From an optimization exercise on the open Yosys and OpenROAD flow, aimed at small area and a short achievable clock period; shortcuts taken in it are not production practice. Where RTL was checked, it was by simulation tests only, not by an equivalence proof against the original. The RTL of runs 2 to 4 was laid out without a check of its function. In runs 5 and 6 the design's own scripts or RTL, not TritonCTS, make the clock network. The clock port is modelled as an ideal driver, which makes a skipped or thinned clock tree look cheaper than it is; a real chip needs a root buffer or a tree. Power is estimated from default activity; no workload was simulated.

**flow/config.mk**
```make
export PLATFORM = sky130hd
export DESIGN_NAME = strawman_rx_fsm
export DESIGN_NICKNAME = strawman_rx_fsm
export VERILOG_FILES = /design/flow/design.v
export SDC_FILE = /design/flow/constraint.sdc
export NUM_CORES = 4
export LEC_CHECK = 0
export CAP_MARGIN = 20
export CORE_MARGIN = 2
export CORE_UTILIZATION = 40
export SETUP_SLACK_MARGIN = 2.7
export SLEW_MARGIN = 20
```
**flow/constraint.sdc**
```tcl
create_clock -name core_clock -period 5.0 [get_ports {clk}]
set_input_delay 1.0000 -clock core_clock [delete_from_list [all_inputs] [get_ports {clk}]]
set_output_delay 1.0000 -clock core_clock [all_outputs]
set_load 0.01 [all_outputs]
```
**flow/design.v**
```verilog
module strawman_rx_fsm #(
  parameter int DATA_LINE_WIDTH = 40,
  parameter int WORD_SIZE       = 32,
  parameter int TIMEOUT_CYCLES  = 64
) (
  input  logic                       clk,
  input  logic                       rst,
  input  logic [DATA_LINE_WIDTH-1:0] i_flit,
  input  logic                       i_flit_valid,
  output logic [1075:0]              o_protocol_bus,
  output logic                       o_valid,
  input  logic                       i_ready,
  output logic                       o_err,
  output logic                       o_overflow,
  output logic                       o_busy
);
  if (DATA_LINE_WIDTH != 40 || WORD_SIZE != 32 || TIMEOUT_CYCLES < 1) begin : g_bad_cfg
    $error("strawman_rx_fsm: unsupported parameter set");
  end
  logic r_ex, r_dat, r_done, r_busy;
  logic r_valid, r_err, r_ovf;
  logic        rx_mode;
  logic [2:0]  rx_cmd, rx_len;
  logic        rx_azero;           
  logic [31:0] rx_addr;
  logic [5:0]  rx_f1, rx_f2;
  logic [1023:0] rx_data;
  logic [4:0]  r_cnt;
  logic        ob_mode;
  logic [2:0]  ob_cmd, ob_len;
  logic [31:0] ob_addr;
  logic [5:0]  ob_f1, ob_f2;
  logic [1023:0] ob_data;
  logic w_hdr, w_bad, w_good, w_last, w_dwe, w_exwe, w_load, w_hold;
  logic [2:0] h_cmd, h_len;
  logic h_mode;
  assign h_mode = i_flit[0];
  assign h_cmd  = i_flit[4:2];
  assign h_len  = i_flit[7:5];
  assign w_hdr  = !r_busy && i_flit_valid && i_flit[1];
  assign w_bad  = h_cmd > 3'd2 || h_len > 3'd5;
  assign w_good = w_hdr && !w_bad;
  assign w_last = r_cnt == 5'((6'd1 << rx_len) - 6'd1);
  assign w_dwe  = r_dat && i_flit_valid;
  assign w_exwe = r_ex && i_flit_valid;
  assign w_load = r_done && (!r_valid || i_ready);
  assign w_hold = r_valid && !i_ready;
  always_ff @(posedge clk) begin
    if (rst) begin
      r_ex    <= 1'b0;
      r_dat   <= 1'b0;
      r_done  <= 1'b0;
      r_busy  <= 1'b0;
      r_valid <= 1'b0;
      r_err   <= 1'b0;
      r_ovf   <= 1'b0;
    end else begin
      r_ex    <= w_good ? (h_mode && h_cmd != 3'd2) : (r_ex && !i_flit_valid);
      r_dat   <= w_good ? (h_cmd != 3'd0 && !(h_mode && h_cmd != 3'd2)) :
                 w_exwe ? (rx_cmd != 3'd0) : (r_dat && !(i_flit_valid && w_last));
      r_done  <= w_good ? (!h_mode && h_cmd == 3'd0) :
                 (w_exwe && rx_cmd == 3'd0) || (w_dwe && w_last);
      r_busy  <= w_good || (r_busy && !r_done);
      r_valid <= w_load || w_hold;
      r_err   <= w_hdr && w_bad;
      if (r_done && !w_load) r_ovf <= 1'b1;
    end
  end
  always_ff @(posedge clk) begin
    if (w_good) begin
      rx_mode  <= h_mode;
      rx_cmd   <= h_cmd;
      rx_len   <= h_len;
      rx_azero <= h_mode || h_cmd == 3'd2;
      rx_f1    <= i_flit[13:8];
      rx_f2    <= i_flit[19:14];
      rx_addr  <= i_flit[39:8];
      r_cnt    <= 5'd0;
    end else begin
      if (w_exwe) begin
        rx_addr  <= i_flit[31:0];
        rx_azero <= 1'b0;
      end
      if (w_dwe) r_cnt <= r_cnt + 5'd1;
    end
  end
  for (genvar k = 0; k < 32; k++) begin : g_word
    logic w_sel, w_we;
    assign w_sel = r_dat && r_cnt == 5'(k);
    assign w_we  = w_sel && i_flit_valid;
    always_ff @(posedge clk)
      rx_data[32*k +: 32] <= (i_flit[31:0] & {32{w_we}}) | (rx_data[32*k +: 32] & {32{r_dat}});
  end
  always_ff @(posedge clk) begin
    ob_mode <= (rx_mode & w_load) | (ob_mode & w_hold);
    ob_cmd  <= (rx_cmd & {3{w_load}}) | (ob_cmd & {3{w_hold}});
    ob_len  <= (rx_len & {3{w_load}}) | (ob_len & {3{w_hold}});
    ob_addr <= (rx_addr & {32{w_load && !rx_azero}}) | (ob_addr & {32{w_hold}});
    ob_f1   <= (rx_f1 & {6{w_load && rx_mode}}) | (ob_f1 & {6{w_hold}});
    ob_f2   <= (rx_f2 & {6{w_load && rx_mode}}) | (ob_f2 & {6{w_hold}});
    ob_data <= (rx_data & {1024{w_load}}) | (ob_data & {1024{w_hold}});
  end
  assign o_protocol_bus = {ob_f2, ob_f1, ob_data, ob_addr, ob_len, ob_cmd, 1'b1, ob_mode};
  assign o_valid    = r_valid;
  assign o_err      = r_err;
  assign o_overflow = r_ovf;
  assign o_busy     = r_busy;
endmodule
```
**flow/flow/run.sh**
```bash
#!/bin/bash
cp standard.sh standard.sh.txt
export BUFFER_PORTS_ARGS="-buffer_cell sky130_fd_sc_hd__buf_1"
export CTS_ARGS="-sink_clustering_enable -repair_clock_nets -sink_clustering_size 30 -sink_clustering_max_diameter 120 -dont_use_dummy_load"
bash standard.sh MATCH_CELL_FOOTPRINT=0 finish > standard.log 2>&1
```
**flow/standard.sh**
```bash
#!/bin/bash
# synth_recipe.tcl (not shown) runs the flow's synth.tcl, then flattens the netlist and writes it again
# the make line also repeats each setting of config.mk as NAME=value (left out here)
make -C /OpenROAD-flow-scripts/flow DESIGN_CONFIG=/design/flow/config.mk WORK_HOME=/design/flow/orfs CLKGATE_MAP_FILE= SYNTH_SCRIPT=/design/flow/synth_recipe.tcl "${@:-finish}"
```
==> run_summary.xml, run 1 <==
<?xml version="1.0" encoding="UTF-8"?>
<metrics>
  <group name="worst_setup_path">
    <metric name="critPathArrivalTime" unit="ns">3.03</metric>
    <metric name="wp_data_required" unit="ns">5.65</metric>
    <metric name="crit_path_cell_trace" unit="">buf_1 &gt; nor2b_4 &gt; nor2b_4 &gt; buf_12 &gt; buf_12 &gt; a22o_1</metric>
    <metric name="critPathMaxFanout" unit="">192</metric>
    <metric name="reg2reg_from" unit="">rx_len[1]</metric>
    <metric name="timing.critical_path.slowest_stage_cell" unit="">buf_12</metric>
    <metric name="setup.worst_path.end_class" unit="">register</metric>
    <metric name="critPathLaunch" unit="">i_ready</metric>
    <metric name="crit_path_start_kind" unit="">input pin</metric>
    <metric name="setup_slack_on_the_worst_flop_to_flop_path" unit="ns">2.74</metric>
    <metric name="crit_path_end" unit="">ob_data[686]</metric>
    <metric name="reg2regPathDepth" unit="">6</metric>
    <metric name="crit_type" unit="">in2reg</metric>
    <metric name="worst_path_largest_cell_delay" unit="ns">0.38</metric>
    <metric name="regToRegEndpoint" unit="">r_done</metric>
  </group>
  <group name="timing">
    <metric name="worst-slew-pin-transition" unit="ns">1.33</metric>
    <metric name="report.final.setup_viol" unit="">0</metric>
    <metric name="slew_limit_headroom" unit="%">11.4</metric>
    <metric name="min_period" unit="ns">2.38</metric>
    <metric name="hold_viol_final" unit="">0</metric>
    <metric name="final.setup.worst_slack" unit="ns">2.62</metric>
    <metric name="setup-tns-final" unit="ns">0</metric>
    <metric name="achievable-frequency" unit="GHz">0.420</metric>
    <metric name="setup_repair_after_global_routing_missed_its_margin" unit="">true</metric>
    <metric name="finalCritPeriodShare" unit="%">47.6</metric>
    <metric name="final_max_slew_viol_count" unit="">0</metric>
    <metric name="final.setup_skew" unit="ns">0.110</metric>
    <metric name="hold_ws" unit="ns">0.410</metric>
  </group>
  <group name="clock_tree">
    <metric name="clockRootBuffer" unit="">clkbuf_16</metric>
    <metric name="cts_tree" unit="">done</metric>
    <metric name="clock_insertion_delay_worst_skew" unit="ns">0.72</metric>
    <metric name="cts-root-to-sink-buffers" unit="">3</metric>
    <metric name="numCtsBuffers" unit="">83</metric>
    <metric name="clk_pin_slew" unit="ns">0.11</metric>
    <metric name="clock_sinks" unit="">2163</metric>
    <metric name="cts.hold.buffers_added" unit="">0</metric>
    <metric name="cts_max_level" unit="">3</metric>
  </group>
  <group name="global_route">
    <metric name="grt_overflow_total" unit="">0</metric>
    <metric name="grt_max_degree" unit="">193</metric>
    <metric name="grt.total_usage" unit="%">27.1</metric>
    <metric name="via_count_of_the_first_global_routing_pass" unit="">43400</metric>
    <metric name="wire_length_of_the_first_global_routing_pass" unit="um">336000</metric>
    <metric name="number_of_antenna_violations_at_the_first_check_in_global_routing" unit="">6</metric>
  </group>
  <group name="final_layout">
    <metric name="multi_input_logic_area" unit="um2">19800</metric>
    <metric name="nets_final" unit="">5872</metric>
    <metric name="layout-drive-gt1-share" unit="%">28.8</metric>
    <metric name="layout.filler_cells" unit="">14900</metric>
    <metric name="area_delta_synth_final" unit="%">17.1</metric>
    <metric name="layout.cells.non_filler" unit="">8011</metric>
    <metric name="final_cell_area" unit="um2">77600</metric>
    <metric name="register_area" unit="um2">44400</metric>
  </group>
  <group name="placement">
    <metric name="final_estimated_routing_congestion_in_global_placement" unit="">0.820</metric>
    <metric name="placement.setup.worst_slack" unit="ns">1.37</metric>
    <metric name="place.detailed.hpwl" unit="um">142000</metric>
    <metric name="port_buffers" unit="">1122</metric>
    <metric name="detailed_place.area" unit="um2">71500</metric>
    <metric name="place.detailed.instances" unit="">7883</metric>
  </group>
  <group name="yosys">
    <metric name="synth_nets" unit="">5133</metric>
    <metric name="yosys.area_share.xor_xnor" unit="%">0.106</metric>
    <metric name="ys_seq_area_share" unit="%">66.1</metric>
    <metric name="synthesis.instances" unit="">5082</metric>
    <metric name="ys_seq_elements" unit="">2163</metric>
    <metric name="synthMuxAreaShare" unit="%">0.0151</metric>
    <metric name="yosys_warnings" unit="">1</metric>
    <metric name="syn_area_per_cell" unit="um2">13.0</metric>
    <metric name="yosys.area_share.adder" unit="%">0.132</metric>
    <metric name="ys.flop_type" unit="">dfxtp_1</metric>
    <metric name="main_combinational_cell_family_by_area_after_synthesis" unit="">compound AO/OA/AOI/OAI gates</metric>
    <metric name="synth_simple_gate_area_share" unit="%">1.31</metric>
    <metric name="syn-cell-area" unit="um2">66300</metric>
    <metric name="synth_edf_count" unit="">52</metric>
    <metric name="synth_compound_gate_area_share" unit="%">28.0</metric>
    <metric name="synth-async-reset-ratio" unit="%">0</metric>
    <metric name="yosys.cell_types.count" unit="">52</metric>
  </group>
  <group name="floorplanning">
    <metric name="placementRows" unit="">149</metric>
    <metric name="die_area" unit="um2">169000</metric>
    <metric name="num_io_pins" unit="">1124</metric>
    <metric name="core" unit="um2">165000</metric>
    <metric name="floorplan.die.height" unit="um">411</metric>
    <metric name="die_w" unit="um">411</metric>
    <metric name="start_util" unit="%">40.2</metric>
  </group>
  <group name="routing">
    <metric name="route.detailed.vias_per_inst" unit="">5.88</metric>
    <metric name="drc" unit="">0</metric>
    <metric name="routed-via-count" unit="">47100</metric>
    <metric name="detail_route.first_pass.iterations" unit="">5</metric>
    <metric name="routed_wl" unit="um">242000</metric>
    <metric name="post_drt_wl_per_cell" unit="um">30.2</metric>
    <metric name="detailedRoute.firstIterationViolations" unit="">4970</metric>
    <metric name="antenna_left" unit="">0</metric>
  </group>
  <group name="outcome">
    <metric name="outcome" unit="">no timing/DRC/antenna violations</metric>
  </group>
  <group name="power">
    <metric name="leakage" unit="nW">31.7</metric>
    <metric name="vdd_ir_drop_max" unit="mV">0.289</metric>
    <metric name="cellPowerDensity" unit="nW/um2">338</metric>
  </group>
  <group name="hold_path">
    <metric name="hold_path.class" unit="">reg2reg</metric>
  </group>
  <group name="run">
    <metric name="max_cap_viol_count" unit="">0</metric>
  </group>
</metrics>
==> area by class of cell <==
type	instances	share of cell area, %
Clock buffer	83	2.68
Timing Repair Buffer	1247	11.1
Multi-Input combinational cell	2320	25.6
Tap cell	2189	3.53
Antenna cell	3	0.00967
Sequential cell	2163	57.2
Inverter	6	0.0290
==> cells in the final DEF (no fill, tap or decap), types with 7 or more instances in the layout <==
cell type  instances
buf_12            19
buf_6            172
a22o_1          2098
buf_1            147
clkbuf_16         89
nand2_1           94
ha_1               7
nor2_4            18
buf_8             10
dfxtp_2          432
buf_4            295
nor2_2            12
dfxtp_1         1675
edfxtp_1          52
clkbuf_2         468
clkbuf_4          33
buf_2             91
nor2_1            15
==> how the worst min path moves through the flow <==
stage / slack [ns] / startpoint / endpoint / depth (start not counted)
after floorplan: 0.43 / ob_mode / ob_mode / 1
after global placement: 0.44 / rx_addr[6] / ob_addr[6] / 1
after detailed placement: 0.44 / rx_addr[12] / ob_addr[12] / 1
after CTS: 0.41 / rx_data[356] / ob_data[356] / 1
after global routing: 0.43 / rx_data[356] / ob_data[356] / 1
final: 0.41 / rx_data[356] / ob_data[356] / 1
==> report_power, final <==
| group | internal (mW) | switching, mW |
|---|---|---|
| sequential | 17.3 | 0.0317 |
| clock | 3.01 | 5.19 |
| combinational | 0.0948 | 0.615 |
| total | 20.4 | 5.84 |
==> repair_timing <==
action,in CTS,in global routing
gates resized for setup,2278,206
endpoints found under the setup margin,2597,789
pin swaps,10,2
setup buffers,28,1
gates cloned,11,2
==> flip-flops by register name, indices dropped and copies added, names as in the netlist, 3 cells and up <==
signal / count
ob_data: 1024
rx_data: 1024
ob_addr: 32
rx_addr: 32
ob_f1: 6
ob_f2: 6
rx_f1: 6
rx_f2: 6
r_cnt: 5
ob_cmd: 3
ob_len: 3
rx_cmd: 3
rx_len: 3
==> per-stage QoR <==
| stage | util (%) | power [mW] |
|---|---|---|
| finish | 47.1 | 26.3 |
| global route | 47.1 | 27.0 |
| detailed placement | 43.4 | 18.4 |
| CTS | 46.9 | 26.4 |
| floorplan | - | 18.0 |
| global placement | 43.3 | 18.4 |
==> synthesized netlist by cell type, types with 2 or more instances <==
cell type | instances | area share, %
buf_2 | 198 | 1.5
edfxtp_1 | 52 | 2.4
xnor2_1 | 4 | 0.053
a211oi_1 | 3 | 0.034
a21o_1 | 2 | 0.023
nor2b_1 | 3 | 0.028
nand2_1 | 96 | 0.54
buf_4 | 86 | 0.97
a21oi_1 | 4 | 0.030
dfxtp_1 | 2111 | 64
nand4_1 | 3 | 0.028
nor2_1 | 21 | 0.12
nand3_2 | 5 | 0.076
a22o_1 | 2098 | 28
buf_1 | 30 | 0.17
nor3_2 | 2 | 0.030
or3_1 | 2 | 0.019
o211a_1 | 2 | 0.030
nand2b_1 | 3 | 0.028
nor3b_1 | 2 | 0.023
nor2_2 | 18 | 0.17
and3_1 | 5 | 0.047
clkbuf_1 | 285 | 1.6
and2_1 | 4 | 0.038
xor2_1 | 4 | 0.053
ha_1 | 7 | 0.13
inv_1 | 5 | 0.028
or2_2 | 3 | 0.028
==> worst max-delay path, delay by kind of cell <==
| family | cells | cell delay (ns) |
|---|---|---|
| buf+inv | 3 | 0.88 |
| simple gates | 2 | 0.36 |
| compound gates | 1 | 0.26 |
==> routing by layer <==
metal	track usage, %	vias to the layer above	share of wire (%)
li1	-	20600	-
met1	35.4	24200	41
met2	42.4	1947	45
met3	7.64	361	9.2
met4	10.2	0	4.2
met5	0	-	0
==> kinds of logic after synthesis <==
group,count (synthesis)
flip-flops,2163
AO/OA/AOI/OAI,2120
buffers and inverters,606
AND/OR/NAND/NOR,176
XOR/XNOR,8
adder cells (fa/ha/maj),7
other,1
multiplexers,1
==> run 2, diff against run 1 <==
--- a/flow/design.v
+++ b/flow/design.v
@@ -27,3 +27,3 @@
   logic [1023:0] rx_data;
-  logic [4:0]  r_cnt;
+  logic [31:0] r_sel;             
   logic        ob_mode;
@@ -42,3 +42,12 @@
   assign w_good = w_hdr && !w_bad;
-  assign w_last = r_cnt == 5'((6'd1 << rx_len) - 6'd1);
+  always_comb begin
+    case (rx_len)
+      3'd0:    w_last = r_sel[0];
+      3'd1:    w_last = r_sel[1];
+      3'd2:    w_last = r_sel[3];
+      3'd3:    w_last = r_sel[7];
+      3'd4:    w_last = r_sel[15];
+      default: w_last = r_sel[31];
+    endcase
+  end
   assign w_dwe  = r_dat && i_flit_valid;
@@ -69,3 +78,3 @@
   always_ff @(posedge clk) begin
-    if (w_good) begin
+    if (!r_busy) begin
       rx_mode  <= h_mode;
@@ -77,3 +86,3 @@
       rx_addr  <= i_flit[39:8];
-      r_cnt    <= 5'd0;
+      r_sel    <= 32'h1;
     end else begin
@@ -83,3 +92,3 @@
       end
-      if (w_dwe) r_cnt <= r_cnt + 5'd1;
+      if (w_dwe) r_sel <= {r_sel[30:0], 1'b0};
     end
@@ -88,3 +97,3 @@
     logic w_sel, w_we;
-    assign w_sel = r_dat && r_cnt == 5'(k);
+    assign w_sel = r_dat && r_sel[k];
     assign w_we  = w_sel && i_flit_valid;
==> flow/flow/run.sh (replaced) <==
#!/bin/bash
cp standard.sh standard.sh.txt
export BUFFER_PORTS_ARGS="-buffer_cell sky130_fd_sc_hd__buf_2"
export CTS_ARGS="-sink_clustering_enable -repair_clock_nets -sink_clustering_size 30 -sink_clustering_max_diameter 120 -dont_use_dummy_load"
bash standard.sh > standard.log 2>&1
--- a/flow/config.mk
+++ b/flow/config.mk
@@ -10,3 +10,3 @@
 export CORE_UTILIZATION = 40
-export SETUP_SLACK_MARGIN = 2.7
+export SETUP_SLACK_MARGIN = 2.6
 export SLEW_MARGIN = 20
==> run 2 against run 1 <==
Largest power group unchanged; non-clock buffer count is 39 lower; critical endpoint is now ob_data[681]; synthesized area grew 1.5%; utilization is 1.9 points lower; routed wire length shrank 1.8%; register-to-register slack got worse by 0.17 ns; still clean on timing, DRC and antenna; critical path type is now reg2reg; count of clock-buffer cells in the layout increased by 1.
==> run_summary.xml, run 2 <==
<?xml version="1.0" encoding="UTF-8"?>
<metrics>
  <group name="power">
    <metric name="leakage" unit="nW">32.4</metric>
    <metric name="design_power_total" unit="mW">26.5</metric>
    <metric name="cellPowerDensity" unit="nW/um2">351</metric>
    <metric name="vdd_ir_drop_max" unit="mV">0.257</metric>
  </group>
  <group name="placement">
    <metric name="final_estimated_routing_congestion_in_global_placement" unit="">0.803</metric>
    <metric name="port_buffers" unit="">1122</metric>
    <metric name="place.detailed.instances" unit="">7870</metric>
    <metric name="placement.setup.worst_slack" unit="ns">1.53</metric>
    <metric name="place.detailed.hpwl" unit="um">138000</metric>
    <metric name="detailed_place.area" unit="um2">73200</metric>
  </group>
  <group name="yosys">
    <metric name="synth_top_cell_area_share" unit="%">63.7</metric>
    <metric name="syn_area_per_cell" unit="um2">13.2</metric>
    <metric name="synth.largest_area_cell" unit="">dfxtp_1</metric>
    <metric name="synthesis.instances" unit="">5095</metric>
    <metric name="leading_cell_type_by_number_of_instances_after_synthesis" unit="">dfxtp_1</metric>
    <metric name="yosys.cell_types.count" unit="">36</metric>
    <metric name="synth-async-reset-ratio" unit="%">0</metric>
    <metric name="synthTopCellsByCount" unit="">2138 x dfxtp_1, 2098 x a22o_1, 276 x clkbuf_1</metric>
    <metric name="ys.flop_type" unit="">dfxtp_1</metric>
    <metric name="synth_top_cells_by_area" unit="">dfxtp_1 64%, a22o_1 27%, edfxtp_1 2.3%</metric>
    <metric name="yosys_warnings" unit="">1</metric>
    <metric name="ys_seq_area_share" unit="%">66.0</metric>
    <metric name="synth_edf_count" unit="">52</metric>
    <metric name="ys_seq_elements" unit="">2190</metric>
    <metric name="synth_nets" unit="">5139</metric>
    <metric name="syn-cell-area" unit="um2">67200</metric>
  </group>
  <group name="global_route">
    <metric name="grt.total_usage" unit="%">26.0</metric>
    <metric name="grt_overflow_total" unit="">0</metric>
    <metric name="via_count_of_the_first_global_routing_pass" unit="">42200</metric>
    <metric name="wire_length_of_the_first_global_routing_pass" unit="um">329000</metric>
    <metric name="grt_max_degree" unit="">183</metric>
    <metric name="number_of_antenna_violations_at_the_first_check_in_global_routing" unit="">15</metric>
  </group>
  <group name="worst_setup_path">
    <metric name="crit_path_start_kind" unit="">register</metric>
    <metric name="worst_path_dominant_cell_family" unit="">buffers and inverters</metric>
    <metric name="timing.critical_path.slowest_stage_cell" unit="">dfxtp_1</metric>
    <metric name="crit_cells" unit="">4</metric>
    <metric name="critical-path-top-cell-by-count" unit="">buf_12</metric>
    <metric name="crit_type" unit="">reg2reg</metric>
    <metric name="reg2regPathDepth" unit="">4</metric>
    <metric name="critPathMaxFanout" unit="">160</metric>
    <metric name="critPathArrivalTime" unit="ns">3.06</metric>
    <metric name="crit_path_cell_trace" unit="">nor2b_4 &gt; buf_12 &gt; buf_12 &gt; a22o_1</metric>
    <metric name="setup.worst_path.end_class" unit="">register</metric>
    <metric name="cp_num_buf_inv" unit="">2</metric>
    <metric name="wp_data_required" unit="ns">5.63</metric>
    <metric name="worst_path_largest_cell_delay" unit="ns">0.50</metric>
  </group>
  <group name="final_layout">
    <metric name="layout_top_registers" unit="">ob_data: 1024 flops, rx_data: 1024 flops</metric>
    <metric name="finalCoreUtilization" unit="%">45.2</metric>
    <metric name="leading_cell_type_in_the_layout_fill_and_taps_excluded" unit="">dfxtp_1</metric>
    <metric name="layout-drive-gt1-share" unit="%">23.4</metric>
    <metric name="area_delta_synth_final" unit="%">12.3</metric>
    <metric name="layout.cells.non_filler" unit="">7968</metric>
    <metric name="final_cell_area" unit="um2">75500</metric>
    <metric name="nets_final" unit="">5804</metric>
    <metric name="layout_common_cells" unit="">2136 x dfxtp_1, 2098 x a22o_1, 1091 x buf_2</metric>
  </group>
  <group name="clock_tree">
    <metric name="clk_pin_slew" unit="ns">0.12</metric>
    <metric name="cts_tree" unit="">done</metric>
    <metric name="cts-root-to-sink-buffers" unit="">3</metric>
    <metric name="clock_insertion_delay_worst_skew" unit="ns">0.74</metric>
    <metric name="numCtsBuffers" unit="">84</metric>
    <metric name="cts_max_level" unit="">3</metric>
    <metric name="clockRootBuffer" unit="">clkbuf_16</metric>
    <metric name="clock_sinks" unit="">2190</metric>
    <metric name="cts.hold.buffers_added" unit="">0</metric>
  </group>
  <group name="floorplanning">
    <metric name="die_area" unit="um2">171000</metric>
    <metric name="floorplan.die.height" unit="um">414</metric>
    <metric name="placementRows" unit="">150</metric>
    <metric name="core" unit="um2">167000</metric>
    <metric name="die_w" unit="um">414</metric>
    <metric name="num_io_pins" unit="">1124</metric>
    <metric name="start_util" unit="%">40.3</metric>
  </group>
  <group name="timing">
    <metric name="final_max_slew_viol_count" unit="">0</metric>
    <metric name="report.final.setup_viol" unit="">0</metric>
    <metric name="hold_ws" unit="ns">0.420</metric>
    <metric name="final.setup.worst_slack" unit="ns">2.57</metric>
    <metric name="hold_viol_final" unit="">0</metric>
    <metric name="setup_repair_after_global_routing_missed_its_margin" unit="">true</metric>
    <metric name="finalCritPeriodShare" unit="%">48.6</metric>
    <metric name="slew_limit_headroom" unit="%">19.2</metric>
    <metric name="setup-tns-final" unit="ns">0</metric>
    <metric name="final.setup_skew" unit="ns">0.127</metric>
    <metric name="achievable-frequency" unit="GHz">0.412</metric>
    <metric name="min_period" unit="ns">2.43</metric>
    <metric name="worst-slew-pin-transition" unit="ns">1.21</metric>
  </group>
  <group name="routing">
    <metric name="post_drt_wl_per_cell" unit="um">29.8</metric>
    <metric name="detail_route.first_pass.iterations" unit="">5</metric>
    <metric name="routed_wl" unit="um">238000</metric>
    <metric name="detailedRoute.firstIterationViolations" unit="">4957</metric>
    <metric name="routed-via-count" unit="">46700</metric>
    <metric name="drc" unit="">0</metric>
    <metric name="antenna_left" unit="">0</metric>
    <metric name="route.detailed.vias_per_inst" unit="">5.86</metric>
  </group>
  <group name="hold_path">
    <metric name="timing.hold.worst_path_depth" unit="">1</metric>
    <metric name="hold_path.class" unit="">reg2reg</metric>
  </group>
  <group name="outcome">
    <metric name="outcome" unit="">no timing/DRC/antenna violations</metric>
  </group>
  <group name="run">
    <metric name="max_cap_viol_count" unit="">0</metric>
  </group>
</metrics>
==> run 2: changes by cell type in the layout (fill, tap and decap cells not counted), moves of 32 or more <==
cell,before,now
buf_1,147,0
buf_2,91,1091
buf_4,295,89
buf_6,172,7
clkbuf_2,468,0
clkbuf_4,33,0
dfxtp_1,1675,2136
dfxtp_2,432,0
mux2_2,0,32
nand2_1,94,10
==> run 2: layout make-up <==
cell class | instances | area, um2
Antenna cell | 6 | 15.0
Inverter | 2 | 8.76
Clock buffer | 84 | 2100
Timing Repair Buffer | 1208 | 6700
Tap cell | 2204 | 2760
Sequential cell | 2190 | 44400
Fill cell | 15300 | 91500
Multi-Input combinational cell | 2274 | 19600
==> run 2: what timing repair did <==
action,CTS,global route
gates resized for setup,6,11
gates cloned,3,1
setup endpoints to repair,713,346
pin swaps,0,0
buffers inserted,4,0
==> run 2: path summary, 6_finish.rpt <==
kind                             startpoint      endpoint  slack, ns
worst max-delay path                 r_done  ob_data[681]       2.57
worst min-delay path            rx_addr[13]   ob_addr[13]       0.42
worst max register to register       r_done  ob_data[681]       2.57
worst min register to register  rx_addr[13]   ob_addr[13]       0.42
==> run 2: kinds of logic after synthesis <==
group,Yosys count,synth area share [%]
compound gates,2141,27.7
buf+inv,632,5.01
flops,2190,66.0
mux,34,0.584
other cells,1,0.00558
simple gates,97,0.733
==> run 2: worst register-to-register path: cells and delay by family (launching register included) <==
family,cells,cell delay [ns]
compound gates,1,0.56
buf+inv,2,0.83
flops,1,0.50
simple gates,1,0.49
==> run 2: per-layer routing <==
layer / GRT usage, % / share of wire, % / vias up
li1: - / - / 20500
met1: 33.6 / 41 / 23900
met2: 42.5 / 47 / 1938
met3: 5.41 / 7.4 / 333
met4: 10.2 / 4.2 / 0
met5: 0 / 0 / -
==> run 2: power breakdown <==
| part | internal, mW | leakage (nW) | switching [mW] | total (mW) |
|---|---|---|---|---|
| sequential | 17.5 | 17.8 | 0.0170 | 17.6 |
| clock | 3.05 | 1.04 | 5.25 | 8.29 |
| combinational | 0.0753 | 13.6 | 0.593 | 0.668 |
==> run 3, diff against run 2 <==
--- a/flow/config.mk
+++ b/flow/config.mk
@@ -10,3 +10,3 @@
 export CORE_UTILIZATION = 40
-export SETUP_SLACK_MARGIN = 2.6
+export SETUP_SLACK_MARGIN = 2.7
 export SLEW_MARGIN = 20
==> run 3 against run 2 <==
Global-route usage up 0.093 points; clock skew up 0.0014 ns; cell area up 2.5%; via count up 0.69%; utilization up 1.1 points; fmax up 3.2%; die area unchanged; register-to-register slack better by 0.13 ns; critical endpoint is now rx_data[19].
==> run_summary.xml, run 3 <==
<?xml version="1.0" encoding="UTF-8"?>
<metrics>
  <group name="worst_setup_path">
    <metric name="worst_path_largest_cell_delay" unit="ns">1.04</metric>
    <metric name="reg2reg_from" unit="">r_done</metric>
    <metric name="crit_type" unit="">in2reg</metric>
    <metric name="crit_path_cell_trace" unit="">buf_2 &gt; and3_2 &gt; a22o_1</metric>
    <metric name="crit_path_start_kind" unit="">input pin</metric>
    <metric name="critPathArrivalTime" unit="ns">2.99</metric>
    <metric name="critPathMaxFanout" unit="">33</metric>
    <metric name="reg2regPathDepth" unit="">4</metric>
    <metric name="timing.critical_path.slowest_stage_cell" unit="">and3_2</metric>
    <metric name="setup_slack_on_the_worst_flop_to_flop_path" unit="ns">2.70</metric>
    <metric name="setup.worst_path.end_class" unit="">register</metric>
    <metric name="worst_path_dominant_cell_family" unit="">simple AND/OR/NAND/NOR gates</metric>
    <metric name="cp_num_buf_inv" unit="">1</metric>
    <metric name="wp_data_required" unit="ns">5.63</metric>
    <metric name="regToRegEndpoint" unit="">ob_f2[1]</metric>
  </group>
  <group name="final_layout">
    <metric name="register_area" unit="um2">44800</metric>
    <metric name="multi_input_logic_area" unit="um2">19600</metric>
    <metric name="layout_common_cells" unit="">2098 x a22o_1, 1803 x dfxtp_1, 791 x buf_2</metric>
    <metric name="layout-drive-gt1-share" unit="%">29.4</metric>
    <metric name="finalCoreUtilization" unit="%">46.3</metric>
    <metric name="nets_final" unit="">5818</metric>
    <metric name="leading_cell_type_in_the_layout_fill_and_taps_excluded" unit="">a22o_1</metric>
    <metric name="final_cell_area" unit="um2">77400</metric>
    <metric name="area_delta_synth_final" unit="%">15.1</metric>
    <metric name="layout_top_registers" unit="">ob_data: 1024 flops, rx_data: 1024 flops</metric>
    <metric name="layout.filler_cells" unit="">15100</metric>
  </group>
  <group name="routing">
    <metric name="drc" unit="">0</metric>
    <metric name="highest_layer" unit="">met5</metric>
    <metric name="antenna_left" unit="">0</metric>
    <metric name="detail_route.first_pass.iterations" unit="">7</metric>
    <metric name="detailedRoute.firstIterationViolations" unit="">4720</metric>
    <metric name="post_drt_wl_per_cell" unit="um">30.0</metric>
    <metric name="routed_wl" unit="um">240000</metric>
    <metric name="route.detailed.vias_per_inst" unit="">5.89</metric>
    <metric name="routed-via-count" unit="">47000</metric>
    <metric name="amount_of_wire_on_met3_after_detailed_routing" unit="um">17400</metric>
    <metric name="met2WireLength" unit="um">114000</metric>
    <metric name="wire_length_on_met1" unit="um">98700</metric>
  </group>
  <group name="power">
    <metric name="leakage" unit="nW">32.7</metric>
    <metric name="net-switching-power" unit="mW">5.87</metric>
    <metric name="p_clk_share" unit="%">31.3</metric>
    <metric name="p_seq_share" unit="%">66.2</metric>
    <metric name="cellPowerDensity" unit="nW/um2">343</metric>
    <metric name="internal_power" unit="mW">20.7</metric>
    <metric name="design_power_total" unit="mW">26.5</metric>
    <metric name="vdd_ir_drop_max" unit="mV">0.261</metric>
    <metric name="power_frac_comb" unit="%">2.5</metric>
    <metric name="p_sw_share" unit="%">22.1</metric>
  </group>
  <group name="clock_tree">
    <metric name="clock_sinks" unit="">2190</metric>
    <metric name="clock_insertion_delay_worst_skew" unit="ns">0.74</metric>
    <metric name="cts-root-to-sink-buffers" unit="">3</metric>
    <metric name="cts_tree" unit="">done</metric>
    <metric name="numCtsBuffers" unit="">84</metric>
    <metric name="clockRootBuffer" unit="">clkbuf_16</metric>
    <metric name="cts.hold.buffers_added" unit="">0</metric>
    <metric name="cts_max_level" unit="">3</metric>
    <metric name="clk_pin_slew" unit="ns">0.11</metric>
  </group>
  <group name="placement">
    <metric name="final_estimated_routing_congestion_in_global_placement" unit="">0.803</metric>
    <metric name="detailed_place.area" unit="um2">73200</metric>
    <metric name="port_buffers" unit="">1122</metric>
    <metric name="place.detailed.hpwl" unit="um">138000</metric>
    <metric name="placement.setup.worst_slack" unit="ns">1.53</metric>
  </group>
  <group name="timing">
    <metric name="hold_viol_final" unit="">0</metric>
    <metric name="report.final.setup_viol" unit="">0</metric>
    <metric name="setup_repair_after_global_routing_missed_its_margin" unit="">true</metric>
    <metric name="final.setup.worst_slack" unit="ns">2.65</metric>
    <metric name="final_max_slew_viol_count" unit="">0</metric>
    <metric name="finalCritPeriodShare" unit="%">47.1</metric>
    <metric name="setup-tns-final" unit="ns">0</metric>
    <metric name="slew_limit_headroom" unit="%">20.4</metric>
    <metric name="worst-slew-pin-transition" unit="ns">1.19</metric>
    <metric name="final.setup_skew" unit="ns">0.129</metric>
    <metric name="achievable-frequency" unit="GHz">0.425</metric>
    <metric name="min_period" unit="ns">2.35</metric>
  </group>
  <group name="hold_path">
    <metric name="hold_path.class" unit="">reg2reg</metric>
    <metric name="timing.hold.worst_path_depth" unit="">1</metric>
    <metric name="hold_path_startpoint" unit="">rx_addr[13]</metric>
    <metric name="min_delay_worst_endpoint" unit="">ob_addr[13]</metric>
  </group>
  <group name="yosys">
    <metric name="yosys.cell_types.count" unit="">36</metric>
    <metric name="synth_nets" unit="">5139</metric>
    <metric name="synthTopCellsByCount" unit="">2138 x dfxtp_1, 2098 x a22o_1, 276 x clkbuf_1</metric>
    <metric name="syn-cell-area" unit="um2">67200</metric>
    <metric name="leading_cell_type_by_number_of_instances_after_synthesis" unit="">dfxtp_1</metric>
    <metric name="synth-async-reset-ratio" unit="%">0</metric>
    <metric name="ys_seq_area_share" unit="%">66.0</metric>
    <metric name="synth_top_cells_by_area" unit="">dfxtp_1 64%, a22o_1 27%, edfxtp_1 2.3%</metric>
    <metric name="ys_seq_elements" unit="">2190</metric>
    <metric name="ys.flop_type" unit="">dfxtp_1</metric>
    <metric name="synth.largest_area_cell" unit="">dfxtp_1</metric>
    <metric name="synthesis.instances" unit="">5095</metric>
    <metric name="synth_top_cell_area_share" unit="%">63.7</metric>
    <metric name="synth_edf_count" unit="">52</metric>
    <metric name="yosys_warnings" unit="">1</metric>
    <metric name="syn_area_per_cell" unit="um2">13.2</metric>
  </group>
  <group name="floorplanning">
    <metric name="num_io_pins" unit="">1124</metric>
    <metric name="die_area" unit="um2">171000</metric>
    <metric name="core" unit="um2">167000</metric>
    <metric name="floorplan.die.height" unit="um">414</metric>
    <metric name="start_util" unit="%">40.3</metric>
    <metric name="die_w" unit="um">414</metric>
    <metric name="placementRows" unit="">150</metric>
  </group>
  <group name="global_route">
    <metric name="grt_overflow_total" unit="">0</metric>
    <metric name="number_of_antenna_violations_at_the_first_check_in_global_routing" unit="">17</metric>
    <metric name="via_count_of_the_first_global_routing_pass" unit="">42500</metric>
    <metric name="grt_max_degree" unit="">183</metric>
    <metric name="grt.total_usage" unit="%">26.1</metric>
    <metric name="wire_length_of_the_first_global_routing_pass" unit="um">331000</metric>
  </group>
  <group name="outcome">
    <metric name="outcome" unit="">no timing/DRC/antenna violations</metric>
  </group>
  <group name="run">
    <metric name="max_cap_viol_count" unit="">0</metric>
  </group>
</metrics>
run 3: cell types whose count changed in the layout (fill, tap and decap cells not counted), moves of 4 or more:
cell | before | now
dfxtp_4 | 2 | 6
buf_6 | 7 | 148
buf_4 | 89 | 253
dfxtp_1 | 2136 | 1803
buf_2 | 1091 | 791
dfxtp_2 | 0 | 329
run 3: repair_timing:
| item | CTS | global route |
|---|---|---|
| endpoints found under the setup margin | 1449 | 430 |
| gates resized for setup | 721 | 35 |
| cloned | 3 | 5 |
| pin swaps | 0 | 0 |
| buffers inserted | 13 | 1 |
run 3: worst max-delay path by stage:
stage                             from      endpoint  slack, ns  cells past startpoint
after floorplan           i_flit_valid    rx_addr[0]       2.87                      3
after global placement         i_ready  ob_data[614]       1.53                      6
after detailed placement       i_ready  ob_data[607]       1.53                      6
after CTS                      r_valid  ob_data[696]       2.64                      5
after global routing             r_dat     r_sel[21]       2.61                      5
final                     i_flit_valid   rx_data[19]       2.65                      3
run 3: metal layers:
layer / track usage [%] / vias to the layer above
li1: - / 20600
met1: 33.7 / 24200
met2: 42.8 / 1944
met3: 5.47 / 350
met4: 10.1 / 2
met5: 0 / -
run 3: logic make-up after synthesis:
logic type | after synthesis | share of synthesized area (%)
buffers and inverters | 632 | 5.01
multiplexers | 34 | 0.584
flip-flops | 2190 | 66.0
other | 1 | 0.00558
AO/OA/AOI/OAI | 2141 | 27.7
AND/OR/NAND/NOR | 97 | 0.733
run 3: cell type report:
| cell class | instances | share of cell area, % |
|---|---|---|
| sequential | 2190 | 57.9 |
| tap | 2204 | 3.56 |
| inverter | 2 | 0.0113 |
| timing repair buffer | 1221 | 10.5 |
| antenna | 5 | 0.0162 |
| multi-input combinational | 2275 | 25.3 |
| clock buffer | 84 | 2.72 |
run 3: per-stage QoR:
| stage | hold WS (ns) | instances |
|---|---|---|
| 2_1_floorplan | 0.428 | 5095 |
| 5_1_grt | 0.452 | 7980 |
| 3_5_place_dp | 0.440 | 7870 |
| 6_report | 0.423 | 7981 |
| 3_3_place_gp | 0.435 | 7870 |
| 4_1_cts | 0.417 | 7970 |
run 3: worst register-to-register path: stages, from the launching register on:
cell and delay [ns]:
dfxtp_1 0.49, nor2b_4 0.53, buf_12 0.33, and2_1 0.66
a22o_1 0.22
run 3: power by group through the flow:
stage	Combinational, mW	Sequential (mW)	Clock, mW
2_1_floorplan	0.277	18.0	0
3_3_place_gp	0.655	18.0	0
3_5_place_dp	0.653	18.0	0
4_1_cts	0.666	17.6	8.44
5_1_grt	0.672	17.6	9.04
6_report	0.670	17.6	8.30
==> run 4, diff against run 3 <==
--- a/flow/flow/run.sh
+++ b/flow/flow/run.sh
@@ -4,2 +4,2 @@
 export CTS_ARGS="-sink_clustering_enable -repair_clock_nets -sink_clustering_size 30 -sink_clustering_max_diameter 120 -dont_use_dummy_load"
-bash standard.sh > standard.log 2>&1
+bash standard.sh MATCH_CELL_FOOTPRINT=0 finish > standard.log 2>&1
==> run 4 against run 3 <==
Hold slack lost 0.0032 ns; routed wire length about the same; critical path depth increased by 1; via count shrank 0.36%; sequential share of layout area barely moved; count of clock-buffer cells in the layout unchanged; first-iteration DRC count is 7.8% higher; clock skew decreased by 0.0034 ns; combinational power is essentially flat; synthesized cell count did not move; setup slack improved by 0.024 ns.
==> run_summary.xml, run 4 <==
<?xml version="1.0" encoding="UTF-8"?>
<metrics>
  <group name="outcome">
    <metric name="outcome" unit="">no timing/DRC/antenna violations</metric>
  </group>
  <group name="final_layout">
    <metric name="area_delta_synth_final" unit="%">15.1</metric>
    <metric name="layout.filler_cells" unit="">15100</metric>
    <metric name="layout-drive-gt1-share" unit="%">29.5</metric>
    <metric name="leading_cell_type_in_the_layout_fill_and_taps_excluded" unit="">a22o_1</metric>
    <metric name="layout.cells.non_filler" unit="">7980</metric>
    <metric name="finalCoreUtilization" unit="%">46.3</metric>
    <metric name="layout_common_cells" unit="">2098 x a22o_1, 1800 x dfxtp_1, 791 x buf_2</metric>
    <metric name="layout_top_registers" unit="">ob_data: 1024 flops, rx_data: 1024 flops</metric>
    <metric name="nets_final" unit="">5818</metric>
  </group>
  <group name="global_route">
    <metric name="grt_overflow_total" unit="">0</metric>
    <metric name="via_count_of_the_first_global_routing_pass" unit="">42500</metric>
    <metric name="number_of_antenna_violations_at_the_first_check_in_global_routing" unit="">17</metric>
    <metric name="wire_length_of_the_first_global_routing_pass" unit="um">331000</metric>
    <metric name="gr-usage-met3" unit="%">5.44</metric>
    <metric name="grt.total_usage" unit="%">26.1</metric>
    <metric name="grt_max_degree" unit="">183</metric>
    <metric name="busiest_layer" unit="">met2</metric>
    <metric name="global_routing_met2_resource_utilization" unit="%">42.7</metric>
    <metric name="grt_util_met1" unit="%">33.7</metric>
  </group>
  <group name="run">
    <metric name="max_cap_viol_count" unit="">0</metric>
  </group>
  <group name="timing">
    <metric name="final.setup_skew" unit="ns">0.125</metric>
    <metric name="slew_limit_headroom" unit="%">21.1</metric>
    <metric name="report.final.setup_viol" unit="">0</metric>
    <metric name="achievable-frequency" unit="GHz">0.429</metric>
    <metric name="setup-tns-final" unit="ns">0</metric>
    <metric name="setup_repair_after_global_routing_missed_its_margin" unit="">true</metric>
    <metric name="hold_viol_final" unit="">0</metric>
    <metric name="min_period" unit="ns">2.33</metric>
    <metric name="finalCritPeriodShare" unit="%">46.6</metric>
    <metric name="final_max_slew_viol_count" unit="">0</metric>
    <metric name="hold_ws" unit="ns">0.420</metric>
    <metric name="worst-slew-pin-transition" unit="ns">1.18</metric>
  </group>
  <group name="routing">
    <metric name="detailedRoute.firstIterationViolations" unit="">5087</metric>
    <metric name="routed-via-count" unit="">46900</metric>
    <metric name="detail_route.first_pass.iterations" unit="">5</metric>
    <metric name="post_drt_wl_per_cell" unit="um">30.1</metric>
    <metric name="routed_wl" unit="um">240000</metric>
    <metric name="antenna_left" unit="">0</metric>
    <metric name="drc" unit="">0</metric>
    <metric name="route.detailed.vias_per_inst" unit="">5.87</metric>
  </group>
  <group name="yosys">
    <metric name="ys.flop_type" unit="">dfxtp_1</metric>
    <metric name="synth-async-reset-ratio" unit="%">0</metric>
    <metric name="syn_area_per_cell" unit="um2">13.2</metric>
    <metric name="syn-cell-area" unit="um2">67200</metric>
    <metric name="synth_top_cells_by_area" unit="">dfxtp_1 64%, a22o_1 27%, edfxtp_1 2.3%</metric>
    <metric name="yosys.cell_types.count" unit="">36</metric>
    <metric name="leading_cell_type_by_number_of_instances_after_synthesis" unit="">dfxtp_1</metric>
    <metric name="synth_nets" unit="">5139</metric>
    <metric name="ys_seq_elements" unit="">2190</metric>
    <metric name="synth.largest_area_cell" unit="">dfxtp_1</metric>
    <metric name="synthesis.instances" unit="">5095</metric>
    <metric name="yosys_warnings" unit="">1</metric>
    <metric name="synth_edf_count" unit="">52</metric>
    <metric name="synth_top_cell_area_share" unit="%">63.7</metric>
    <metric name="synthTopCellsByCount" unit="">2138 x dfxtp_1, 2098 x a22o_1, 276 x clkbuf_1</metric>
    <metric name="ys_seq_area_share" unit="%">66.0</metric>
  </group>
  <group name="floorplanning">
    <metric name="die_area" unit="um2">171000</metric>
    <metric name="placementRows" unit="">150</metric>
    <metric name="die_w" unit="um">414</metric>
    <metric name="num_io_pins" unit="">1124</metric>
    <metric name="start_util" unit="%">40.3</metric>
    <metric name="core" unit="um2">167000</metric>
    <metric name="floorplan.die.height" unit="um">414</metric>
  </group>
  <group name="worst_setup_path">
    <metric name="setup.worst_path.end_class" unit="">register</metric>
    <metric name="reg2regPathDepth" unit="">4</metric>
    <metric name="crit_type" unit="">reg2reg</metric>
    <metric name="critPathArrivalTime" unit="ns">3.01</metric>
    <metric name="crit_path_start_kind" unit="">register</metric>
    <metric name="critPathMaxFanout" unit="">119</metric>
    <metric name="wp_data_required" unit="ns">5.68</metric>
  </group>
  <group name="power">
    <metric name="p_seq_share" unit="%">66.2</metric>
    <metric name="design_power_total" unit="mW">26.5</metric>
    <metric name="cellPowerDensity" unit="nW/um2">343</metric>
    <metric name="power_frac_comb" unit="%">2.5</metric>
    <metric name="net-switching-power" unit="mW">5.87</metric>
    <metric name="p_sw_share" unit="%">22.1</metric>
    <metric name="leakage" unit="nW">32.7</metric>
    <metric name="p_clk_share" unit="%">31.3</metric>
    <metric name="internal_power" unit="mW">20.7</metric>
    <metric name="vdd_ir_drop_max" unit="mV">0.259</metric>
  </group>
  <group name="clock_tree">
    <metric name="clockRootBuffer" unit="">clkbuf_16</metric>
    <metric name="clock_insertion_delay_worst_skew" unit="ns">0.74</metric>
    <metric name="cts_max_level" unit="">3</metric>
    <metric name="cts_tree" unit="">done</metric>
    <metric name="cts-root-to-sink-buffers" unit="">3</metric>
    <metric name="numCtsBuffers" unit="">84</metric>
    <metric name="clk_pin_slew" unit="ns">0.12</metric>
    <metric name="clock_sinks" unit="">2190</metric>
  </group>
  <group name="hold_path">
    <metric name="timing.hold.worst_path_depth" unit="">1</metric>
    <metric name="hold_path.class" unit="">reg2reg</metric>
  </group>
  <group name="placement">
    <metric name="port_buffers" unit="">1122</metric>
    <metric name="final_estimated_routing_congestion_in_global_placement" unit="">0.803</metric>
    <metric name="place.detailed.hpwl" unit="um">138000</metric>
    <metric name="place.detailed.instances" unit="">7870</metric>
  </group>
</metrics>
## run 4: cell counts after synthesis
Identical to the previous run, type by type.
## run 4: what timing repair did
item / 4_1_cts / 5_1_grt
cloned: 3 / 5
setup endpoints to repair: 1449 / 446
hold buffers: 0 / 0
resized for setup: 743 / 39
pin swaps: 0 / 0
setup buffers: 13 / 1
## run 4: worst paths after layout
| check | slack [ns] | start | endpoint |
|---|---|---|---|
| setup / recovery | 2.67 | r_done | ob_data[414] |
| hold / removal | 0.42 | rx_addr[13] | ob_addr[13] |
| setup reg to reg | 2.67 | r_done | ob_data[414] |
| hold reg to reg | 0.42 | rx_addr[13] | ob_addr[13] |
## run 4: cell families (layout without fill, tap and decap cells)
family,after synthesis,in the layout,synth area share [%]
AOI/OAI and AO/OA,2141,2141,27.7
buffers and inverters,632,1307,5.01
DFF,2190,2190,66.0
muxes,34,34,0.584
other,1,5,0.00558
and+or+nand+nor,97,99,0.733
## run 4: power by group through the flow
stage                     registers, mW  clock network, mW  logic (mW)
after floorplan                    18.0                  0       0.277
after global placement             18.0                  0       0.655
after detailed placement           18.0                  0       0.653
after CTS                          17.6               8.44       0.667
after global routing               17.6               9.04       0.673
final                              17.6               8.31       0.672
## run 4: final cells by class
type	count	area, um2	area share [%]
multi-input combinational	2275	19600	25.3
antenna	4	10.0	0.0129
clock buffer	84	2100	2.72
timing repair buffer	1221	8150	10.5
sequential	2190	44800	57.9
tap	2204	2760	3.56
inverter	2	8.76	0.0113
## run 4: per-layer routing
metal,vias to the layer above,wire length [um]
met4,2,9880
met1,24000,98700
met5,-,16
met2,1953,114000
met3,355,17400
li1,20500,-
## run 4: through the flow
stage | cell area [um2] | worst slack, ns
2_1_floorplan | 67200 | 2.87
3_3_place_gp | 73200 | 1.53
3_5_place_dp | 73200 | 1.53
4_1_cts | 77200 | 2.63
5_1_grt | 77400 | 2.61
6_report | 77400 | 2.67
## run 4: critical path, stage by stage, from the launching register on
cell and delay [ns]:
dfxtp_1 0.50, nor2b_4 0.53, buf_12 0.32, buf_12 0.40, a22o_1 0.25
==> run 5, diff against run 4 <==
--- a/flow/design.v
+++ b/flow/design.v
@@ -27,3 +27,3 @@
   logic [1023:0] rx_data;
-  logic [31:0] r_sel;             
+  logic [4:0]  r_cnt;
   logic        ob_mode;
@@ -42,12 +42,3 @@
   assign w_good = w_hdr && !w_bad;
-  always_comb begin
-    case (rx_len)
-      3'd0:    w_last = r_sel[0];
-      3'd1:    w_last = r_sel[1];
-      3'd2:    w_last = r_sel[3];
-      3'd3:    w_last = r_sel[7];
-      3'd4:    w_last = r_sel[15];
-      default: w_last = r_sel[31];
-    endcase
-  end
+  assign w_last = r_cnt == 5'((6'd1 << rx_len) - 6'd1);
   assign w_dwe  = r_dat && i_flit_valid;
@@ -78,3 +69,3 @@
   always_ff @(posedge clk) begin
-    if (!r_busy) begin
+    if (w_good) begin
       rx_mode  <= h_mode;
@@ -86,3 +77,3 @@
       rx_addr  <= i_flit[39:8];
-      r_sel    <= 32'h1;
+      r_cnt    <= 5'd0;
     end else begin
@@ -92,3 +83,3 @@
       end
-      if (w_dwe) r_sel <= {r_sel[30:0], 1'b0};
+      if (w_dwe) r_cnt <= r_cnt + 5'd1;
     end
@@ -97,3 +88,3 @@
     logic w_sel, w_we;
-    assign w_sel = r_dat && r_sel[k];
+    assign w_sel = r_dat && r_cnt == 5'(k);
     assign w_we  = w_sel && i_flit_valid;
==> flow/flow/run.sh (replaced) <==
#!/bin/bash
cp standard.sh standard.sh.txt
export BUFFER_PORTS_ARGS="-buffer_cell sky130_fd_sc_hd__buf_2"
export PRE_CTS_TCL="$(pwd)/flow/cts_hook.tcl"
export MCTS_REGIONS=4
export MCTS_CLUSTER=30
bash standard.sh MATCH_CELL_FOOTPRINT=0 finish > standard.log 2>&1
==> flow/flow/cts_hook.tcl (new file) <==
source [file join [file dirname [info script]] mcts.tcl]
mcts_build $::env(MCTS_REGIONS) $::env(MCTS_CLUSTER)
set_propagated_clock [all_clocks]
rename clock_tree_synthesis orfs_clock_tree_synthesis_unused
proc clock_tree_synthesis { args } {
  puts "clock tree built by cts_hook.tcl; TritonCTS not run"
}
==> flow/flow/mcts.tcl (new file) <==
# Manual two-level clock tree: the clock port drives NQ root clkbuf_16 (one per region),
# each root drives the clkbuf_16 leaf buffers of its region, each leaf drives about CS flip-flops.
proc mcts_centroid { its } {
  set sx 0; set sy 0
  foreach it $its {
    set b [[$it getInst] getBBox]
    set sx [expr {$sx + ([$b xMin]+[$b xMax])/2}]
    set sy [expr {$sy + ([$b yMin]+[$b yMax])/2}]
  }
  set n [llength $its]
  return [list [expr {$sx/$n}] [expr {$sy/$n}]]
}
proc mcts_xy { it } {
  set b [[$it getInst] getBBox]
  return [list [expr {([$b xMin]+[$b xMax])/2}] [expr {([$b yMin]+[$b yMax])/2}]]
}
# split items (list of {x y payload}) into k groups of equal count, in strips along x then y
proc mcts_grid { items k } {
  set n [llength $items]
  set kx [expr {max(1, int(round(sqrt($k))))}]
  set ky [expr {max(1, int(ceil(double($k)/$kx)))}]
  set byx [lsort -real -index 0 $items]
  set groups {}
  set per [expr {double($n)/$kx}]
  for {set i 0} {$i < $kx} {incr i} {
    set a [expr {int(round($i*$per))}]; set b [expr {int(round(($i+1)*$per))-1}]
    set strip [lsort -real -index 1 [lrange $byx $a $b]]
    set m [llength $strip]
    set per2 [expr {double($m)/$ky}]
    for {set j 0} {$j < $ky} {incr j} {
      set c [expr {int(round($j*$per2))}]; set d [expr {int(round(($j+1)*$per2))-1}]
      set g [lrange $strip $c $d]
      if {[llength $g]} { lappend groups $g }
    }
  }
  return $groups
}
proc mcts_build { nq cs } {
  set block [ord::get_db_block]
  set db [ord::get_db]
  set master [$db findMaster sky130_fd_sc_hd__clkbuf_16]
  set clk [$block findNet clk]
  set items {}
  foreach it [$clk getITerms] {
    if {[[$it getMTerm] getIoType] ne "INPUT"} continue
    lassign [mcts_xy $it] x y
    lappend items [list $x $y $it]
  }
  set regions [mcts_grid $items $nq]
  set r 0
  foreach reg $regions {
    set nl [expr {max(1, int(round(double([llength $reg])/$cs)))}]
    set clusters [mcts_grid $reg $nl]
    set rnet [odb::dbNet_create $block "clknet_r$r"]
    $rnet setSigType CLOCK
    set rinst [odb::dbInst_create $block $master "clkbuf_r$r"]
    set lx 0; set ly 0; set l 0
    foreach cl $clusters {
      set its {}
      foreach e $cl { lappend its [lindex $e 2] }
      lassign [mcts_centroid $its] cx cy
      set lnet [odb::dbNet_create $block "clknet_r${r}_l$l"]
      $lnet setSigType CLOCK
      set linst [odb::dbInst_create $block $master "clkbuf_r${r}_l$l"]
      $linst setLocation [expr {int($cx)}] [expr {int($cy)}]
      $linst setPlacementStatus PLACED
      [$linst findITerm A] connect $rnet
      [$linst findITerm X] connect $lnet
      foreach it $its { $it disconnect; $it connect $lnet }
      set lx [expr {$lx + $cx}]; set ly [expr {$ly + $cy}]
      incr l
    }
    $rinst setLocation [expr {int($lx/$l)}] [expr {int($ly/$l)}]
    $rinst setPlacementStatus PLACED
    [$rinst findITerm A] connect $clk
    [$rinst findITerm X] connect $rnet
    puts "mcts: region $r: [llength $reg] sinks, $l leaves"
    incr r
  }
}
==> run 5 against run 4 <==
Routed wire length up 2.5%; sequential power about the same; die area shrank 1.4%; register-to-register slack improved by 0.04 ns; fmax rose by 1.6%; first-iteration DRC count is 4.0% lower; clock power shrank 2.8%; critical path depth unchanged; critical path type unchanged; largest power group unchanged; highest routed layer unchanged.
==> run_summary.xml, run 5 <==
<?xml version="1.0" encoding="UTF-8"?>
<metrics>
  <group name="routing">
    <metric name="routed-via-count" unit="">47400</metric>
    <metric name="detail_route.first_pass.iterations" unit="">5</metric>
    <metric name="route.detailed.vias_per_inst" unit="">5.90</metric>
    <metric name="routed_wl" unit="um">246000</metric>
    <metric name="post_drt_wl_per_cell" unit="um">30.6</metric>
    <metric name="antenna_left" unit="">0</metric>
    <metric name="drc" unit="">0</metric>
    <metric name="detailedRoute.firstIterationViolations" unit="">4885</metric>
  </group>
  <group name="global_route">
    <metric name="global_routing_met2_resource_utilization" unit="%">42.6</metric>
    <metric name="busiest_layer" unit="">met2</metric>
    <metric name="grt.total_usage" unit="%">26.9</metric>
    <metric name="grt_overflow_total" unit="">0</metric>
    <metric name="wire_length_of_the_first_global_routing_pass" unit="um">336000</metric>
    <metric name="number_of_antenna_violations_at_the_first_check_in_global_routing" unit="">10</metric>
    <metric name="grt_max_degree" unit="">210</metric>
    <metric name="gr-usage-met3" unit="%">6.56</metric>
    <metric name="via_count_of_the_first_global_routing_pass" unit="">43200</metric>
    <metric name="grt_util_met1" unit="%">35.6</metric>
  </group>
  <group name="timing">
    <metric name="final_max_slew_viol_count" unit="">0</metric>
    <metric name="setup_repair_after_global_routing_missed_its_margin" unit="">false</metric>
    <metric name="report.final.setup_viol" unit="">0</metric>
    <metric name="hold_viol_final" unit="">0</metric>
    <metric name="final.setup_skew" unit="ns">0.0314</metric>
    <metric name="min_period" unit="ns">2.29</metric>
    <metric name="final.setup.worst_slack" unit="ns">2.71</metric>
    <metric name="setup-tns-final" unit="ns">0</metric>
    <metric name="finalCritPeriodShare" unit="%">45.9</metric>
    <metric name="achievable-frequency" unit="GHz">0.436</metric>
    <metric name="worst-slew-pin-transition" unit="ns">1.32</metric>
    <metric name="hold_ws" unit="ns">0.462</metric>
    <metric name="slew_limit_headroom" unit="%">11.8</metric>
  </group>
  <group name="outcome">
    <metric name="outcome" unit="">no timing/DRC/antenna violations</metric>
  </group>
  <group name="worst_setup_path">
    <metric name="reg2regPathDepth" unit="">4</metric>
    <metric name="setup_slack_on_the_worst_flop_to_flop_path" unit="ns">2.71</metric>
    <metric name="crit_type" unit="">reg2reg</metric>
    <metric name="critPathLaunch" unit="">r_valid</metric>
    <metric name="critPathMaxFanout" unit="">91</metric>
    <metric name="critPathArrivalTime" unit="ns">2.80</metric>
    <metric name="crit_cells" unit="">4</metric>
    <metric name="crit_path_start_kind" unit="">register</metric>
    <metric name="setup.worst_path.end_class" unit="">register</metric>
    <metric name="crit_path_cell_trace" unit="">nor2b_4 &gt; clkbuf_16 &gt; clkbuf_8 &gt; a22o_1</metric>
    <metric name="worst_path_largest_cell_delay" unit="ns">0.62</metric>
    <metric name="cp_num_buf_inv" unit="">2</metric>
    <metric name="worst_path_dominant_cell_family" unit="">buffers and inverters</metric>
    <metric name="reg2reg_from" unit="">r_valid</metric>
    <metric name="wp_data_required" unit="ns">5.51</metric>
    <metric name="crit_path_end" unit="">ob_data[758]</metric>
    <metric name="regToRegEndpoint" unit="">ob_data[758]</metric>
    <metric name="timing.critical_path.slowest_stage_cell" unit="">clkbuf_8</metric>
  </group>
  <group name="yosys">
    <metric name="synth_edf_count" unit="">52</metric>
    <metric name="ys.flop_type" unit="">dfxtp_1</metric>
    <metric name="synth_nets" unit="">5133</metric>
    <metric name="yosys_warnings" unit="">1</metric>
    <metric name="yosys.cell_types.count" unit="">52</metric>
    <metric name="synth.largest_area_cell" unit="">dfxtp_1</metric>
    <metric name="ys_seq_area_share" unit="%">66.1</metric>
    <metric name="syn_area_per_cell" unit="um2">13.0</metric>
    <metric name="synthesis.instances" unit="">5082</metric>
    <metric name="synth-async-reset-ratio" unit="%">0</metric>
    <metric name="synth_top_cell_area_share" unit="%">63.8</metric>
    <metric name="ys_seq_elements" unit="">2163</metric>
    <metric name="synthTopCellsByCount" unit="">2111 x dfxtp_1, 2098 x a22o_1, 285 x clkbuf_1</metric>
    <metric name="syn-cell-area" unit="um2">66300</metric>
    <metric name="leading_cell_type_by_number_of_instances_after_synthesis" unit="">dfxtp_1</metric>
    <metric name="synth_top_cells_by_area" unit="">dfxtp_1 64%, a22o_1 28%, edfxtp_1 2.4%</metric>
  </group>
  <group name="final_layout">
    <metric name="nets_final" unit="">5896</metric>
    <metric name="layout.cells.non_filler" unit="">8036</metric>
    <metric name="area_delta_synth_final" unit="%">14.9</metric>
    <metric name="finalCoreUtilization" unit="%">46.2</metric>
    <metric name="layout-drive-gt1-share" unit="%">24.1</metric>
    <metric name="layout_common_cells" unit="">2109 x dfxtp_1, 2098 x a22o_1, 1097 x buf_2</metric>
    <metric name="leading_cell_type_in_the_layout_fill_and_taps_excluded" unit="">dfxtp_1</metric>
    <metric name="layout_top_registers" unit="">ob_data: 1024 flops, rx_data: 1024 flops</metric>
    <metric name="final_cell_area" unit="um2">76100</metric>
  </group>
  <group name="power">
    <metric name="vdd_ir_drop_max" unit="mV">0.366</metric>
    <metric name="leakage" unit="nW">32.7</metric>
    <metric name="cellPowerDensity" unit="nW/um2">343</metric>
    <metric name="design_power_total" unit="mW">26.1</metric>
  </group>
  <group name="hold_path">
    <metric name="hold_path.class" unit="">reg2reg</metric>
  </group>
  <group name="placement">
    <metric name="placement.setup.worst_slack" unit="ns">1.70</metric>
    <metric name="final_estimated_routing_congestion_in_global_placement" unit="">0.809</metric>
    <metric name="detailed_place.area" unit="um2">72800</metric>
    <metric name="port_buffers" unit="">1122</metric>
    <metric name="place.detailed.hpwl" unit="um">142000</metric>
    <metric name="place.detailed.instances" unit="">7874</metric>
  </group>
  <group name="floorplanning">
    <metric name="start_util" unit="%">40.2</metric>
    <metric name="die_area" unit="um2">169000</metric>
    <metric name="placementRows" unit="">149</metric>
    <metric name="floorplan.die.height" unit="um">411</metric>
    <metric name="core" unit="um2">165000</metric>
    <metric name="num_io_pins" unit="">1124</metric>
    <metric name="die_w" unit="um">411</metric>
  </group>
  <group name="run">
    <metric name="max_cap_viol_count" unit="">0</metric>
  </group>
  <group name="clock_tree">
    <metric name="clock_insertion_delay_worst_skew" unit="ns">0.58</metric>
    <metric name="cts.hold.buffers_added" unit="">0</metric>
    <metric name="clk_pin_slew" unit="ns">0.10</metric>
  </group>
</metrics>
run 5: cell types whose count changed after synthesis, moves of 23 or more:
cell,delta
mux2_2,-32
dfxtp_1,-27
buf_1,-23
and3_1,-28
a21oi_1,-31
buf_6,-71
nand2_1,+84
buf_4,+45
run 5: layout make-up:
type                       instances  area [um2]
timing repair buffer            1268        7580
inverter                           6        22.5
tap                             2189        2740
multi-input combinational       2322       19900
buffer                            84        2100
fill                           15000       88700
sequential                      2163       43800
antenna                            4        10.0
run 5: repair_timing:
| action | CTS | global route |
|---|---|---|
| endpoints found under the setup margin | 1895 | 1218 |
| gates cloned | 15 | 8 |
| setup buffers | 34 | 16 |
| pin swaps | 17 | 1 |
| resized for setup | 41 | 20 |
run 5: worst min-delay path by stage:
stage                 from           to  slack [ns]  cells past startpoint
6_report           ob_mode      ob_mode        0.46                      1
4_1_cts            ob_mode      ob_mode        0.46                      1
3_5_place_dp       ob_mode      ob_mode        0.44                      1
5_1_grt        rx_addr[17]  ob_addr[17]        0.48                      1
3_3_place_gp       ob_mode      ob_mode        0.43                      1
2_1_floorplan      ob_mode      ob_mode        0.43                      1
run 5: cells by family after synthesis:
family,count (synthesis),share of synthesized area (%)
xor+xnor,8,0.106
compound gates,2120,28.0
other cells,1,0.00566
mux,1,0.0151
buf+inv,606,4.30
fa+ha+maj,7,0.132
simple gates,176,1.31
flops,2163,66.1
run 5: where the power goes:
group / internal, mW / switching, mW
clock network: 2.99 / 5.09
logic: 0.101 / 0.625
registers: 17.3 / 0.0290
total: 20.4 / 5.75
run 5: per-layer routing:
metal	up-vias	wire length, um
met5	-	23
met3	338	21700
met1	24400	101000
met2	1991	112000
met4	4	10700
li1	20700	-
==> run 6, diff against run 5 <==
--- a/flow/config.mk
+++ b/flow/config.mk
@@ -10,3 +10,3 @@
 export CORE_UTILIZATION = 40
-export SETUP_SLACK_MARGIN = 2.7
+export SETUP_SLACK_MARGIN = 2.9
 export SLEW_MARGIN = 20
==> run 6 against run 5 <==
Flip-flop and latch count stayed put; synthesized cell count stayed put; critical path depth is 1 higher; critical endpoint is now ob_data[920].
==> run_summary.xml, run 6 <==
<?xml version="1.0" encoding="UTF-8"?>
<metrics>
  <group name="worst_setup_path">
    <metric name="critPathMaxFanout" unit="">109</metric>
    <metric name="cp_num_buf_inv" unit="">3</metric>
    <metric name="timing.critical_path.slowest_stage_cell" unit="">buf_16</metric>
    <metric name="worst_path_dominant_cell_family" unit="">buffers and inverters</metric>
  </group>
  <group name="timing">
    <metric name="final.setup_skew" unit="ns">0.0303</metric>
    <metric name="min_period" unit="ns">2.10</metric>
    <metric name="final_max_slew_viol_count" unit="">0</metric>
    <metric name="slew_limit_headroom" unit="%">20.5</metric>
    <metric name="report.final.setup_viol" unit="">0</metric>
    <metric name="hold_viol_final" unit="">0</metric>
  </group>
  <group name="placement">
    <metric name="final_estimated_routing_congestion_in_global_placement" unit="">0.816</metric>
  </group>
  <group name="final_layout">
    <metric name="layout.cells.non_filler" unit="">8059</metric>
    <metric name="layout-drive-gt1-share" unit="%">31.2</metric>
  </group>
  <group name="power">
    <metric name="vdd_ir_drop_max" unit="mV">0.354</metric>
    <metric name="leakage" unit="nW">33.1</metric>
    <metric name="power_frac_comb" unit="%">2.9</metric>
  </group>
  <group name="clock_tree">
    <metric name="cts.hold.buffers_added" unit="">0</metric>
  </group>
  <group name="yosys">
    <metric name="synth-async-reset-ratio" unit="%">0</metric>
    <metric name="syn-cell-area" unit="um2">66300</metric>
    <metric name="yosys_warnings" unit="">1</metric>
    <metric name="yosys.area_share.xor_xnor" unit="%">0.106</metric>
  </group>
  <group name="outcome">
    <metric name="outcome" unit="">no timing/DRC/antenna violations</metric>
  </group>
  <group name="run">
    <metric name="max_cap_viol_count" unit="">0</metric>
  </group>
</metrics>
[run 6: changes by cell type in the layout (fill, tap and decap cells not counted), sizes merged, moves of 3 or more]
cell    change
buf         +3
or2         +3
clkbuf     +13
diode       +3
[run 6: kinds of logic after synthesis]
| family | count (synthesis) |
|---|---|
| AOI/OAI and AO/OA | 2120 |
| xor gates and xnor gates | 8 |
| adders and majority gates | 7 |
| buffers and inverters | 606 |
| DFF | 2163 |
| muxes | 1 |
| other | 1 |
| and+or+nand+nor | 176 |
[run 6: timing repair]
item | 4_1_cts | 5_1_grt
endpoints found under the setup margin | 2367 | 1319
cloned | 25 | 15
pin swaps | 21 | 5
gates resized for setup | 687 | 364
buffers inserted | 51 | 11
endpoints found under the hold margin | 0 | 0
[run 6: area by class of cell]
cell class                 count  area [um2]
sequential                  2163       44400
antenna                        7        17.5
multi-input combinational   2326       20000
buffer                        84        2100
tap                         2189        2740
fill                       14800       86400
inverter                       6        30.0
timing repair buffer        1284        9190
[run 6: worst register-to-register path, cell delays in order, from the launching register on]
cell      delay, ns
edfxtp_1       0.42
or3_4          0.43
ha_4           0.20
nor3b_1        0.15
o31a_1         0.29
o2111a_2       0.29
o211a_1        0.21
[run 6: power groups by stage]
stage               clock network (mW)  logic, mW  registers (mW)
global route                      8.70      0.753            17.3
finish                            8.09      0.751            17.3
detailed placement                   0      0.671            17.7
CTS                               8.14      0.726            17.3
floorplan                            0      0.309            17.7
global placement                     0      0.671            17.7
[run 6: worst paths after layout]
kind | from | to | cells past startpoint
worst max-delay path | i_ready | ob_data[920] | 5
worst min-delay path | rx_addr[20] | ob_addr[20] | 1
worst max register to register | rx_len[2] | r_done | 6
worst min register to register | rx_addr[20] | ob_addr[20] | 1
[run 6: stage by stage]
step | utilization (%) | total power [mW] | hold slack, ns | setup WS [ns]
5_1_grt | 47.6 | 26.8 | 0.474 | 2.84
6_report | 47.6 | 26.2 | 0.462 | 2.90
2_1_floorplan | - | 18.0 | 0.428 | 2.56
4_1_cts | 46.9 | 26.2 | 0.449 | 2.82
3_3_place_gp | 44.1 | 18.4 | 0.439 | 1.85
3_5_place_dp | 44.1 | 18.4 | 0.440 | 1.75
[run 6: routing by layer]
metal  routed length, um  global-route usage [%]
met3               21200                    5.64
met5                   0                       0
met4               11200                    9.61
met1              105000                    37.0
met2              115000                    43.4

Setup slack of run 6, layout unchanged: 2.895 ns with ideal ports, 2.713 ns with driving cells assumed (clock clkbuf_16, inputs buf_2), 2.241 ns with port delays also shifted by the 0.748 ns mid clock arrival.
